This design comes from an exercise in tuning for small area on the open sky130 flow, not from production work. RTL that was checked went through simulation tests only; none was proved equivalent to the original.

Design dct_1d_row, start of the top module:
module dct_1d_row (
    input  logic         clk,
    input  logic         rst_n,
    input  logic [127:0] x_n_in,
    output logic [175:0] x_k_out
);
Size in the first run: roughly 2800 cells after synthesis, roughly 420 flip-flops, ~310 I/O pins, ~45000 sq um of cells after synthesis.
==> flow/config.mk <==
export PLATFORM = sky130hd
export DESIGN_NAME = dct_1d_row
export DESIGN_NICKNAME = dct_1d_row
export VERILOG_FILES = /design/flow/design.v
export SDC_FILE = /design/flow/constraint.sdc
export NUM_CORES = 4
export LEC_CHECK = 0
export CAP_MARGIN = 20
export CORE_MARGIN = 2
export CORE_UTILIZATION = 55
export GPL_TIMING_DRIVEN = 0
export SLEW_MARGIN = 20
export SYNTH_HIERARCHICAL = 1
==> flow/constraint.sdc <==
create_clock -name core_clock -period 12.0 [get_ports {clk}]
set_input_delay 2.4000 -clock core_clock [delete_from_list [all_inputs] [get_ports {clk}]]
set_output_delay 2.4000 -clock core_clock [all_outputs]
set_load 0.01 [all_outputs]
standard.sh (not shown) runs the stock make flow with config.mk's settings and CLKGATE_MAP_FILE= SYNTH_SCRIPT=/design/flow/synth_recipe.tcl, a recipe that flattens the netlist after the stock synthesis.
==> flow/flow/run.sh <==
#!/bin/bash
# Standard layout with each port buffered by the smallest buffer cell, and clock tree
# synthesis with larger sink clusters and no dummy loads. Full tool output goes to
# standard.log in the work folder.
set -e
export BUFFER_PORTS_ARGS="-buffer_cell sky130_fd_sc_hd__buf_1"
export CTS_ARGS="-sink_clustering_enable -repair_clock_nets -dont_use_dummy_load -buf_list sky130_fd_sc_hd__clkbuf_16 -sink_clustering_size 30 -sink_clustering_max_diameter 100"
bash standard.sh > standard.log 2>&1
Then changed:
--- a/flow/design.v
+++ b/flow/design.v
@@ -42,33 +42,37 @@
     input  logic         rst_n,
     input  logic [127:0] x_n_in,
     output logic [175:0] x_k_out
 );
     logic [127:0] x_q;
     logic [71:0]  s_q;
     logic [63:0]  dh_q;
     logic [71:0]  s_nxt;
     logic [63:0]  dh_nxt;
     logic [175:0] row_nxt;
+    logic v1_q, v2_q;
     always_ff @(posedge clk or negedge rst_n) begin
         if (!rst_n) begin
-            x_q     <= '0;
-            s_q     <= '0;
-            dh_q    <= '0;
+            v1_q    <= 1'b0;
+            v2_q    <= 1'b0;
             x_k_out <= '0;
         end else begin
-            x_q     <= x_n_in;
-            s_q     <= s_nxt;
-            dh_q    <= dh_nxt;
-            x_k_out <= row_nxt;
+            v1_q    <= 1'b1;
+            v2_q    <= v1_q;
+            x_k_out <= v2_q ? row_nxt : '0;
         end
     end
+    always_ff @(posedge clk) begin
+        x_q  <= x_n_in;
+        s_q  <= s_nxt;
+        dh_q <= dh_nxt;
+    end
     wire bs1;
     wire bc2;
     dct_ha bu3 (.a(x_q[120]), .b(x_q[0]), .s(bs1), .co(bc2));
     wire bs4;
     wire bc5;
     dct_fa bu6 (.a(x_q[121]), .b(x_q[1]), .c(bc2), .s(bs4), .co(bc5));
     wire bs7;
     wire bc8;
     dct_fa bu9 (.a(x_q[122]), .b(x_q[2]), .c(bc5), .s(bs7), .co(bc8));
     wire bs10;
=>
- core utilization drops by 0.29 points
- non-clock buffer count grows by 9
- register-to-register slack got worse by 40 ps
- count of clock-buffer cells in the layout does not change
- sequential cell count climbs by 2
- via count went up by 4.1%
No functional check of the RTL was part of any run of this note.

--- another note on this design; it stands on its own ---

Design dct_1d_row, start of the top module:
module dct_1d_row (
    input  logic         clk,
    input  logic         rst_n,
    input  logic [127:0] x_n_in,
    output logic [175:0] x_k_out
);
    logic [127:0] x_q;
    logic [71:0]  s_q;
    logic [63:0]  dh_q;
    logic [71:0]  s_nxt;
    logic [63:0]  dh_nxt;
    logic [175:0] row_nxt;
    logic v1_q, v2_q;
    logic v2n_q;
    always_ff @(posedge clk or negedge rst_n) begin
        if (!rst_n) begin
            v1_q    <= 1'b0;
            v2_q    <= 1'b0;
            v2n_q   <= 1'b1;
            x_k_out <= '0;
        end else begin
            v1_q    <= 1'b1;
            v2_q    <= v1_q;
            v2n_q   <= ~v1_q;
            x_k_out <= row_nxt;
        end
    end
    always_ff @(posedge clk) begin
        x_q  <= x_n_in;
        s_q  <= s_nxt;
        dh_q <= dh_nxt;
    end
    wire bs1;
    wire bc2;
    dct_ha bu3 (.a(x_q[120]), .b(x_q[0]), .s(bs1), .co(bc2));
    wire bs4;
    wire bc5;
    dct_fa bu6 (.a(x_q[121]), .b(x_q[1]), .c(bc2), .s(bs4), .co(bc5));
    wire bs7;
    wire bc8;
    dct_fa bu9 (.a(x_q[122]), .b(x_q[2]), .c(bc5), .s(bs7), .co(bc8));
    wire bs10;
    wire bc11;
    dct_fa bu12 (.a(x_q[123]), .b(x_q[3]), .c(bc8), .s(bs10), .co(bc11));
  ...
For scale: about 2800 cells after synthesis, about 430 flip-flops, ~44000 sq um of cells after synthesis.
clock: 12.0 ns
lec_check: 0
cap_margin: 20
core_margin: 2
core_utilization: 65
gpl_timing_driven: 0
setup_slack_margin: 0.1
slew_margin: 20
synth_hierarchical: 1
standard.sh (not shown) runs the stock make flow with config.mk's settings and CLKGATE_MAP_FILE= SYNTH_SCRIPT=/design/flow/synth_recipe.tcl, a recipe that flattens the netlist after the stock synthesis.
==> flow/flow/run.sh <==
#!/bin/bash
# Standard layout with each port buffered by the smallest buffer cell, and clock tree
# synthesis with larger sink clusters and no dummy loads. Full tool output goes to
# standard.log in the work folder.
set -e
export BUFFER_PORTS_ARGS="-buffer_cell sky130_fd_sc_hd__buf_1"
export CTS_ARGS="-sink_clustering_enable -repair_clock_nets -dont_use_dummy_load -buf_list sky130_fd_sc_hd__clkbuf_16 -sink_clustering_size 25 -sink_clustering_max_diameter 100"
bash standard.sh > standard.log 2>&1
Change:
--- a/flow/flow/run.sh
+++ b/flow/flow/run.sh
@@ -7 +7 @@
-export CTS_ARGS="-sink_clustering_enable -repair_clock_nets -dont_use_dummy_load -buf_list sky130_fd_sc_hd__clkbuf_16 -sink_clustering_size 25 -sink_clustering_max_diameter 100"
+export CTS_ARGS="-sink_clustering_enable -repair_clock_nets -dont_use_dummy_load -buf_list sky130_fd_sc_hd__clkbuf_16 -sink_clustering_size 30 -sink_clustering_max_diameter 80"
What happened: Global-route usage is higher by 0.11 points. Synthesized cell count does not change. Via count hardly moves.

what the ideal ports hide:
No port has a modelled driver above. Below, the same layouts with a new extraction and two added sets of constraints.
Step 1 assumes that a clkbuf_16 drives the clock port and a buf_2 every other input.
Step 2 adds t to the input delays and takes it off the output delays; t is the mean of the earliest and latest rising clock arrival at the registers after step 1. Input paths then give back, and output paths get back, about the clock's delay inside the block.
a / b / c = ideal ports / drivers / drivers and shift; a / b = the first two.
| run | shift t [ns] | slack for setup (ns) | clock arrival spread, ns |
|---|---|---|---|
| the first run of note 1 | 0.673 | 0.217 / 0.217 / 0.217 | 0.095 / 0.094 |
| the second run of note 1 | 0.660 | 0.181 / 0.181 / 0.181 | 0.105 / 0.106 |
| the first run of note 2 | 0.665 | 0.355 / 0.355 / 0.355 | 0.118 / 0.117 |
| the second run of note 2 | 0.659 | 0.438 / 0.438 / 0.438 | 0.099 / 0.099 |
After both steps every run listed still meets setup and hold.
